This is an optimization exercise on Yosys and OpenROAD, whose aim is small area and a short achievable clock period, not a production implementation. RTL that was checked went through simulation tests only; none was proved equivalent to the original.

==> run a: inputs <==
// yuv_to_rgb_core
module yuv_to_rgb_core (
	input  logic                CLOCK_50_I,
	input  logic                resetn,
	input  logic                pair_strobe,
	input  pixel_pkg::sample_t  y_even,
	input  pixel_pkg::sample_t  y_odd,
	input  pixel_pkg::sample_t  u_in,
	input  pixel_pkg::sample_t  v_in,
	output logic                rgb_strobe,
	output pixel_pkg::channel_t r_even,
	output pixel_pkg::channel_t g_even,
	output pixel_pkg::channel_t b_even,
	output pixel_pkg::channel_t r_odd,
	output pixel_pkg::channel_t g_odd,
	output pixel_pkg::channel_t b_odd
);
	logic [7:0] idx;
	logic in_valid;
	logic [1:0] flush_cnt;
	logic flush;
	logic shift;
	logic fill;
	logic emit;
	logic s1_valid;
	logic s2_valid;
	pixel_pkg::sample_t u_in_q;
	pixel_pkg::sample_t v_in_q;
	pixel_pkg::sample_t ye_in_q;
	pixel_pkg::sample_t yo_in_q;
	pixel_pkg::sample_t ly_even [3];
	pixel_pkg::sample_t ly_odd [3];
	logic [9:0] u_q_next, v_q_next, u_q_s1, v_q_s1;
	logic [9:0] u_r_next, v_r_next, u_r_s1, v_r_s1;
	logic [8:0] u_s_next, v_s_next, u_s_s1, v_s_s1;
	pixel_pkg::sample_t y_even_s1;
	pixel_pkg::sample_t y_odd_s1;
	pixel_pkg::sample_t u_win;
	pixel_pkg::sample_t v_win;
	pixel_pkg::sample_t u_odd_next;
	pixel_pkg::sample_t v_odd_next;
	logic [24:2] l_even_next;
  ...
export LEC_CHECK = 0
export ABC_AREA = 1
export CAP_MARGIN = 20
export CORE_MARGIN = 2
export CORE_UTILIZATION = 40
export SLEW_MARGIN = 20
create_clock -name core_clock -period 11.5 [get_ports {CLOCK_50_I}]
standard.sh (not shown) runs the stock make flow with config.mk's settings and CLKGATE_MAP_FILE= SYNTH_SCRIPT=/design/flow/synth_recipe.tcl, a recipe that flattens the netlist after the stock synthesis.
==> flow/flow/run.sh <==
#!/bin/bash
# Standard layout, with one extra step between synthesis and floorplan:
# flow/polarity.py re-polarises the full-adder cells of the standard
# synthesis netlist to drop the inverters synthesis leaves between them.
# Each tool's output goes to a log of its own in this folder.
set -e
R=orfs/results/$FLOW_PLATFORM/yuv_to_rgb_core/base
bash standard.sh synth > 1_synth_std.log 2>&1
cp $R/1_2_yosys.v 1_2_yosys_std.v
python3 flow/polarity.py 1_2_yosys_std.v $R/1_2_yosys.v > polarity.log 2>&1
export SETUP_SLACK_MARGIN=9.0
bash standard.sh finish > finish.log 2>&1
Other scripts of this flow, unchanged in this note and not shown: flow/flow/polarity.py
==> run b (differences from run a) <==
--- a/flow/flow/run.sh
+++ b/flow/flow/run.sh
@@ -10,3 +10,3 @@
 python3 flow/polarity.py 1_2_yosys_std.v $R/1_2_yosys.v > polarity.log 2>&1
-export SETUP_SLACK_MARGIN=9.0
+export SETUP_SLACK_MARGIN=8.0
 bash standard.sh finish > finish.log 2>&1
==> run notes <==
The run finished with no timing, DRC or antenna violations. The actual slew at the worst max-slew pin works out to 978 ps. Global routing used 18.4% of the available tracks across all layers.

The net count reported at finish came out at 4,144. The number of buffers and inverters on the critical path is 2. The startpoint identified for the worst hold timing path is ly_odd[2][7]$_DFFE_PP_. Between clock sinks in the finished design, the worst skew comes to 26.9 ps. The clock network takes up 3.89% of total cell area after layout. The flop-to-flop setup slack was 7600 ps.
the above is filed under run a

==> run notes <==
Routability-driven placement finished with a final weighted congestion of 0.897. At the pin with the least slew margin, the transition time is 1040 ps. The total of buffers placed on input and output ports is 83. Measured on the final layout, the clock distribution area share stands at 4.14%. Antenna diode instance count: 0.

The clock skew came out at 23.4 ps. The flow ran to the end and the layout has no timing, DRC or antenna violations.
the above is filed under run b



==> run P <==
Another version of the RTL of yuv_to_rgb_core (not shown whole).
Settings: LEC_CHECK=0, ABC_AREA=1, CAP_MARGIN=20, CORE_MARGIN=2, CORE_UTILIZATION=40, SLEW_MARGIN=20; clock period 11.5 ns.
==> flow/flow/run.sh <==
#!/bin/bash
# Standard layout, with one extra step between synthesis and floorplan:
# flow/polarity.py re-polarises the full-adder cells of the standard
# synthesis netlist to drop the inverters synthesis leaves between them.
# Each tool's output goes to a log of its own in this folder.
set -e
R=orfs/results/$FLOW_PLATFORM/yuv_to_rgb_core/base
bash standard.sh synth > 1_synth_std.log 2>&1
cp $R/1_2_yosys.v 1_2_yosys_std.v
python3 flow/polarity.py 1_2_yosys_std.v $R/1_2_yosys.v > polarity.log 2>&1
export SETUP_SLACK_MARGIN=8.0
# Port buffers: a plain buffer rather than the delay cell buffer_ports picks
export BUFFER_PORTS_ARGS="-buffer_cell sky130_fd_sc_hd__buf_2"
bash standard.sh finish > finish.log 2>&1
Other scripts of this flow, unchanged in this note and not shown: flow/flow/polarity.py
==> inputs of run A, as changes to run P <==
--- a/flow/flow/run.sh
+++ b/flow/flow/run.sh
@@ -10,3 +10,3 @@
 python3 flow/polarity.py 1_2_yosys_std.v $R/1_2_yosys.v > polarity.log 2>&1
-export SETUP_SLACK_MARGIN=8.0
+export SETUP_SLACK_MARGIN=7.7
 # Port buffers: a plain buffer rather than the delay cell buffer_ports picks
==> inputs of run M, as changes to run P <==
--- a/flow/flow/run.sh
+++ b/flow/flow/run.sh
@@ -11,4 +11,2 @@
 export SETUP_SLACK_MARGIN=8.0
-# Port buffers: a plain buffer rather than the delay cell buffer_ports picks
-export BUFFER_PORTS_ARGS="-buffer_cell sky130_fd_sc_hd__buf_2"
 bash standard.sh finish > finish.log 2>&1
==> run notes <==
|  | run M | run P | run A |
|---|---|---|---|
| Status | no timing/DRC/antenna violations | no timing/DRC/antenna violations | no timing/DRC/antenna violations |
| Area used by multi-input combinational logic | 21200 sq um | 21200 sq um | 20200 sq um |
| Worst slack at placement | 7.28 ns | 7.23 ns | 7.06 ns |
| Initial antenna violation count | 1 | 3 | 1 |
| Slack of the worst reg-to-reg path | 7.63 ns | 7.62 ns | 7.61 ns |
| Fin Hold WS | 0.331 ns | 0.339 ns | 0.334 ns |
| Number of global-route vias before repair | 21500 | 21200 | 20400 |
| Final standard cell area without fillers | 37700 sq um | 37300 sq um | 35700 sq um |
| End of the worst hold path | y_odd_s1[6] | y_even_s1[2] | y_odd_s1[6] |
| Clock transition at the register clock pins on the worst setup and hold paths after CTS | 0.07 ns | 0.06 ns | 0.06 ns |
| Area taken by flip-flops and latches | 9230 sq um | 9230 sq um | 9200 sq um |
| Clock latency reported for the late side of the worst-skew pair | 0.60 ns | 0.61 ns | 0.59 ns |
| Rel. slew slack | 0.336 | 0.344 | 0.346 |
| Post-layout instance count excluding filler cells | 4262 | 4258 | 4212 |


==> v15 <==
Another version of the RTL of yuv_to_rgb_core (not shown whole).
clock: 11.5 ns
lec_check: 0
abc_area: 1
cap_margin: 20
core_margin: 2
core_utilization: 40
cts_buf_list: sky130_fd_sc_hd__clkbuf_8
slew_margin: 20
==> flow/flow/run.sh <==
#!/bin/bash
# Standard layout, with one extra step between synthesis and floorplan:
# flow/polarity.py re-polarises the full-adder cells of the standard
# synthesis netlist to drop the inverters synthesis leaves between them.
# Each tool's output goes to a log of its own in this folder.
set -e
R=orfs/results/$FLOW_PLATFORM/yuv_to_rgb_core/base
bash standard.sh synth > 1_synth_std.log 2>&1
cp $R/1_2_yosys.v 1_2_yosys_std.v
python3 flow/polarity.py 1_2_yosys_std.v $R/1_2_yosys.v > polarity.log 2>&1
export SETUP_SLACK_MARGIN=7.9
# Port buffers: a plain buffer rather than the delay cell buffer_ports picks
export BUFFER_PORTS_ARGS="-buffer_cell sky130_fd_sc_hd__buf_2"
bash standard.sh finish > finish.log 2>&1
==> flow/flow/polarity.py <==
#!/usr/bin/env python3
"""Re-polarise full adders in a flat Yosys netlist of sky130 cells.

A full adder is self-dual: FA(~a, ~b, ~c) = (~sum, ~cout).  Synthesis leaves
many inverters between adder cells; this pass chooses, for every fa cell,
whether it computes its signals true or complemented, so that as few nets as
possible need an inverter, then rebuilds the inverters.  The logic function
of every port and register input is unchanged.

usage: polarity.py IN.v OUT.v"""
import re
import sys

INV_RE = re.compile(r"^sky130_fd_sc_hd__inv_\d+$")
FA_RE = re.compile(r"^sky130_fd_sc_hd__fa_\d+$")
OUT_PINS = {"X", "Y", "Q", "Q_N", "SUM", "COUT", "HI", "LO", "GCLK"}

src = open(sys.argv[1]).read()

mod_start = src.index("module ")
body_start = src.index(";", mod_start) + 1
end_idx = src.rindex("endmodule")
header = src[:body_start]
body = src[body_start:end_idx]

# statements of the module body, split on ';' outside of parentheses is not
# needed: yosys writes one statement per ';'
stmts = [s for s in body.split(";")]
cell_re = re.compile(r"^\s*(sky130_fd_sc_hd__\w+)\s+(\S+)\s*\((.*)\)\s*$", re.S)
pin_re = re.compile(r"\.(\w+)\(\s*(.*?)\s*\)\s*(?:,|$)", re.S)

cells = []      # [type, name, {pin: net}]
other = []      # statements kept verbatim (declarations, assigns)
port_nets = set()
for s in stmts:
    st = s.strip()
    if not st:
        continue
    m = cell_re.match(st)
    if m:
        pins = {}
        for p, n in pin_re.findall(m.group(3)):
            pins[p] = n.strip()
        cells.append([m.group(1), m.group(2), pins])
    else:
        other.append(s)
        mm = re.match(r"^\s*(input|output|inout)\s+(\[[^\]]*\]\s*)?(.+)$", st, re.S)
        if mm:
            port_nets.add(mm.group(3).strip())

def base(net):
    # port 'foo' referenced as 'foo[3]'
    b = re.sub(r"\s*\[\d+\]$", "", net)
    return b

# nets named in assigns are left alone
assign_nets = set()
for s in other:
    if s.strip().startswith("assign"):
        for tok in re.findall(r"(\\\S+|[A-Za-z_][\w$.]*(?:\s*\[\d+\])?)", s.strip()[6:]):
            assign_nets.add(tok.strip())
            assign_nets.add(base(tok.strip()))

def fixed_net(net):
    return net in port_nets or base(net) in port_nets or net in assign_nets or base(net) in assign_nets

driver = {}
for ci, (t, name, pins) in enumerate(cells):
    for p, n in pins.items():
        if p in OUT_PINS:
            driver[n] = (ci, p)

# inverters that can be dissolved: input and output are plain internal nets
inv_of = {}   # output net -> input net
dissolve = set()
for ci, (t, name, pins) in enumerate(cells):
    if INV_RE.match(t) and "A" in pins and "Y" in pins and not fixed_net(pins["Y"]):
        inv_of[pins["Y"]] = pins["A"]
        dissolve.add(ci)

def root_of(net):
    par = 0
    seen = 0
    while net in inv_of and seen < 100:
        net = inv_of[net]
        par ^= 1
        seen += 1
    return net, par

# an adder whose output is a port or named in an assign keeps its polarity
fa_cells = [ci for ci, c in enumerate(cells) if FA_RE.match(c[0])
            and not any(fixed_net(n) for p, n in c[2].items() if p in OUT_PINS)]
is_fa = set(fa_cells)
fa_in = ("A", "B", "CIN")
fa_out = ("SUM", "COUT")

# consumer pins: (cell, pin) -> (root, parity)
cons = {}
for ci, (t, name, pins) in enumerate(cells):
    if ci in dissolve:
        continue
    for p, n in pins.items():
        if p in OUT_PINS:
            continue
        cons[(ci, p)] = root_of(n)
# inverters kept (fixed outputs) consume as normal cells: already covered

# polarity per fa cell
pol = {ci: 0 for ci in fa_cells}

def drv_pol(root):
    d = driver.get(root)
    if d and d[0] in is_fa:
        return pol[d[0]]
    return 0

# the FA outputs root nets: which roots does each FA drive
fa_roots = {ci: [cells[ci][2][p] for p in fa_out if p in cells[ci][2]] for ci in fa_cells}
root_cons = {}
for k, (r, par) in cons.items():
    root_cons.setdefault(r, []).append(k)

def need(k):
    ci, p = k
    r, par = cons[k]
    if ci in is_fa and p in fa_in:
        return par ^ pol[ci]
    return par

def root_cost(r):
    dp = drv_pol(r)
    for k in root_cons.get(r, []):
        if need(k) != dp:
            return 1
    return 0

def fa_touch(ci):
    rs = set(fa_roots[ci])
    for p in fa_in:
        if (ci, p) in cons:
            rs.add(cons[(ci, p)][0])
    return rs

def total():
    return sum(root_cost(r) for r in root_cons)

before = total()
touch = {ci: fa_touch(ci) for ci in fa_cells}


def delta(ci):
    rs = touch[ci]
    c0 = sum(root_cost(r) for r in rs)
    pol[ci] ^= 1
    c1 = sum(root_cost(r) for r in rs)
    pol[ci] ^= 1
    return c1 - c0


def descend():
    improved = True
    while improved:
        improved = False
        for ci in fa_cells:
            if delta(ci) < 0:
                pol[ci] ^= 1
                improved = True


# greedy descent, then annealing that accepts sideways and rare uphill moves
import random
rng = random.Random(1)
descend()
best_cost = total()
best = dict(pol)
cur = best_cost
temp = 1.0
for step in range(200000):
    ci = fa_cells[rng.randrange(len(fa_cells))]
    d = delta(ci)
    if d <= 0 or rng.random() < pow(2.718, -d / temp):
        pol[ci] ^= 1
        cur += d
        if cur < best_cost:
            best_cost = cur
            best = dict(pol)
    temp = max(0.05, 1.0 - step / 150000.0)
pol.update(best)
descend()
after = total()

# rebuild: FA polarity flip means its logical output root now carries the
# complement on the same net; every consumer pin gets the net or a shared
# inverter of it
new_inv = {}
out_cells = []
ninv = 0
def inv_net(r):
    global ninv
    if r not in new_inv:
        nm = f"_pol_n{ninv}_"
        new_inv[r] = nm
        ninv += 1
    return new_inv[r]

for ci, (t, name, pins) in enumerate(cells):
    if ci in dissolve:
        continue
    newpins = dict(pins)
    for p in pins:
        if p in OUT_PINS:
            continue
        r, par = cons[(ci, p)]
        if need((ci, p)) == drv_pol(r):
            newpins[p] = r
        else:
            newpins[p] = inv_net(r)
    out_cells.append((t, name, newpins))

def esc(n):
    # escaped identifiers end at white space
    return n + " " if n.startswith("\\") else n


lines = [header]
for s in other:
    lines.append(s + ";")
for r, nm in new_inv.items():
    lines.append(f"\n  wire {nm};")
for i, (r, nm) in enumerate(new_inv.items()):
    lines.append(f"\n  sky130_fd_sc_hd__inv_1 _pol_i{i}_ (\n    .A({esc(r)}),\n    .Y({nm})\n  );")
for t, name, pins in out_cells:
    pl = ",\n".join(f"    .{p}({esc(n)})" for p, n in pins.items())
    lines.append(f"\n  {t} {name} (\n{pl}\n  );")
lines.append("\nendmodule\n")
open(sys.argv[2], "w").write("".join(lines))
flipped = sum(pol.values())
sys.stderr.write(f"polarity: {len(fa_cells)} fa cells, {flipped} flipped; "
                 f"inverters {len(dissolve)} dissolved, {len(new_inv)} rebuilt "
                 f"(complemented nets {before} -> {after})\n")
==> v22 (differences from v15) <==
--- a/flow/flow/polarity.py
+++ b/flow/flow/polarity.py
@@ -6,4 +6,5 @@
 whether it computes its signals true or complemented, so that as few nets as
-possible need an inverter, then rebuilds the inverters.  The logic function
-of every port and register input is unchanged.
+possible need an inverter, then rebuilds the inverters.  A half adder whose
+two inputs both come complemented becomes an xor2 and a nor2 of the true
+inputs.  The logic function of every port and register input is unchanged.
 
@@ -129,6 +130,24 @@
 
+HA_RE = re.compile(r"^sky130_fd_sc_hd__ha_\d+$")
+ha_partner = {}
+for ci, (t, name, pins) in enumerate(cells):
+    if ci not in dissolve and HA_RE.match(t) and (ci, "A") in cons and (ci, "B") in cons:
+        ha_partner[(ci, "A")] = (ci, "B")
+        ha_partner[(ci, "B")] = (ci, "A")
+
+
+def mismatch(k):
+    return need(k) != drv_pol(cons[k][0])
+
+
+def free_pin(k):
+    # a half adder whose two inputs both come complemented becomes an xor2
+    # and a nor2 of the true inputs, of the same area: no inverter needed
+    q = ha_partner.get(k)
+    return q is not None and mismatch(q)
+
+
 def root_cost(r):
-    dp = drv_pol(r)
     for k in root_cons.get(r, []):
-        if need(k) != dp:
+        if mismatch(k) and not free_pin(k):
             return 1
@@ -141,2 +160,8 @@
             rs.add(cons[(ci, p)][0])
+    # roots feeding the other input of half adders that these roots feed
+    for r in list(rs):
+        for k in root_cons.get(r, []):
+            q = ha_partner.get(k)
+            if q is not None:
+                rs.add(cons[q][0])
     return rs
@@ -205,2 +230,3 @@
 
+n_ha = 0
 for ci, (t, name, pins) in enumerate(cells):
@@ -209,2 +235,3 @@
     newpins = dict(pins)
+    inverted = {}
     for p in pins:
@@ -216,3 +243,13 @@
         else:
-            newpins[p] = inv_net(r)
+            inverted[p] = r
+    if (ci, "A") in ha_partner and set(inverted) == {"A", "B"}:
+        a, b = inverted["A"], inverted["B"]
+        if "SUM" in pins:
+            out_cells.append(("sky130_fd_sc_hd__xor2_1", name + "_x", {"A": a, "B": b, "X": pins["SUM"]}))
+        if "COUT" in pins:
+            out_cells.append(("sky130_fd_sc_hd__nor2_1", name + "_n", {"A": a, "B": b, "Y": pins["COUT"]}))
+        n_ha += 1
+        continue
+    for p, r in inverted.items():
+        newpins[p] = inv_net(r)
     out_cells.append((t, name, newpins))
@@ -237,2 +274,3 @@
 flipped = sum(pol.values())
+sys.stderr.write(f"polarity: {n_ha} half adders of complemented inputs made xor2 and nor2\n")
 sys.stderr.write(f"polarity: {len(fa_cells)} fa cells, {flipped} flipped; "
==> comparison <==
- In v15 the wire length is larger than in v22, by about 4%.
- In v15 the hold slack is better than in v22, by 3.2 ps.
- In v15 the first-iteration DRC count is larger than in v22, by about 2.7%.
- Between v15 and v22, the lower synthesized cell count is in v15 (gap 1.0%, measured against v22).
Function was not checked in any run of this note: the RTL went through the layout flow alone.

## port drivers added, routing unchanged
No port has a modelled driver above. Below, the same layouts with a new extraction and two added sets of constraints.
Step 1 (the two cells are an assumption about what drives the block):
set clk [get_ports {CLOCK_50_I}]
set_driving_cell -lib_cell sky130_fd_sc_hd__clkbuf_16 $clk
set_driving_cell -lib_cell sky130_fd_sc_hd__buf_2 [delete_from_list [all_inputs] $clk]
Step 2, shift: input delay + t, output delay - t, t = (earliest + latest rising clock arrival at the registers) / 2. This alone moves slack from input paths to output paths.
Slacks: ideal ports / drivers / drivers and shift; pairs: ideal ports / drivers.
| run | shift t [ns] | slack for setup (ns) | worst setup path after step 2 | pins driven straight from the clock port |
|---|---|---|---|---|
| run a of note 1 | 0.651 | 7.600 / 7.600 / 7.600 | register to register | 1 |
| run b of note 1 | 0.649 | 7.637 / 7.637 / 7.637 | register to register | 1 |
| run P of note 2 | 0.655 | 7.624 / 7.624 / 7.624 | register to register | 1 |
| run A of note 2 | 0.641 | 7.609 / 7.609 / 7.609 | register to register | 1 |
| run M of note 2 | 0.647 | 7.634 / 7.634 / 7.517 | input to register | 1 |
| v15 | 0.688 | 7.816 / 7.816 / 7.558 | input to register | 1 |
| v22 | 0.688 | 7.863 / 7.863 / 7.613 | input to register | 1 |
After both steps every run listed still meets setup and hold. The setup slack of v15, which loses most, moves by 0.000 ns with the drivers and by -0.258 ns with both steps.
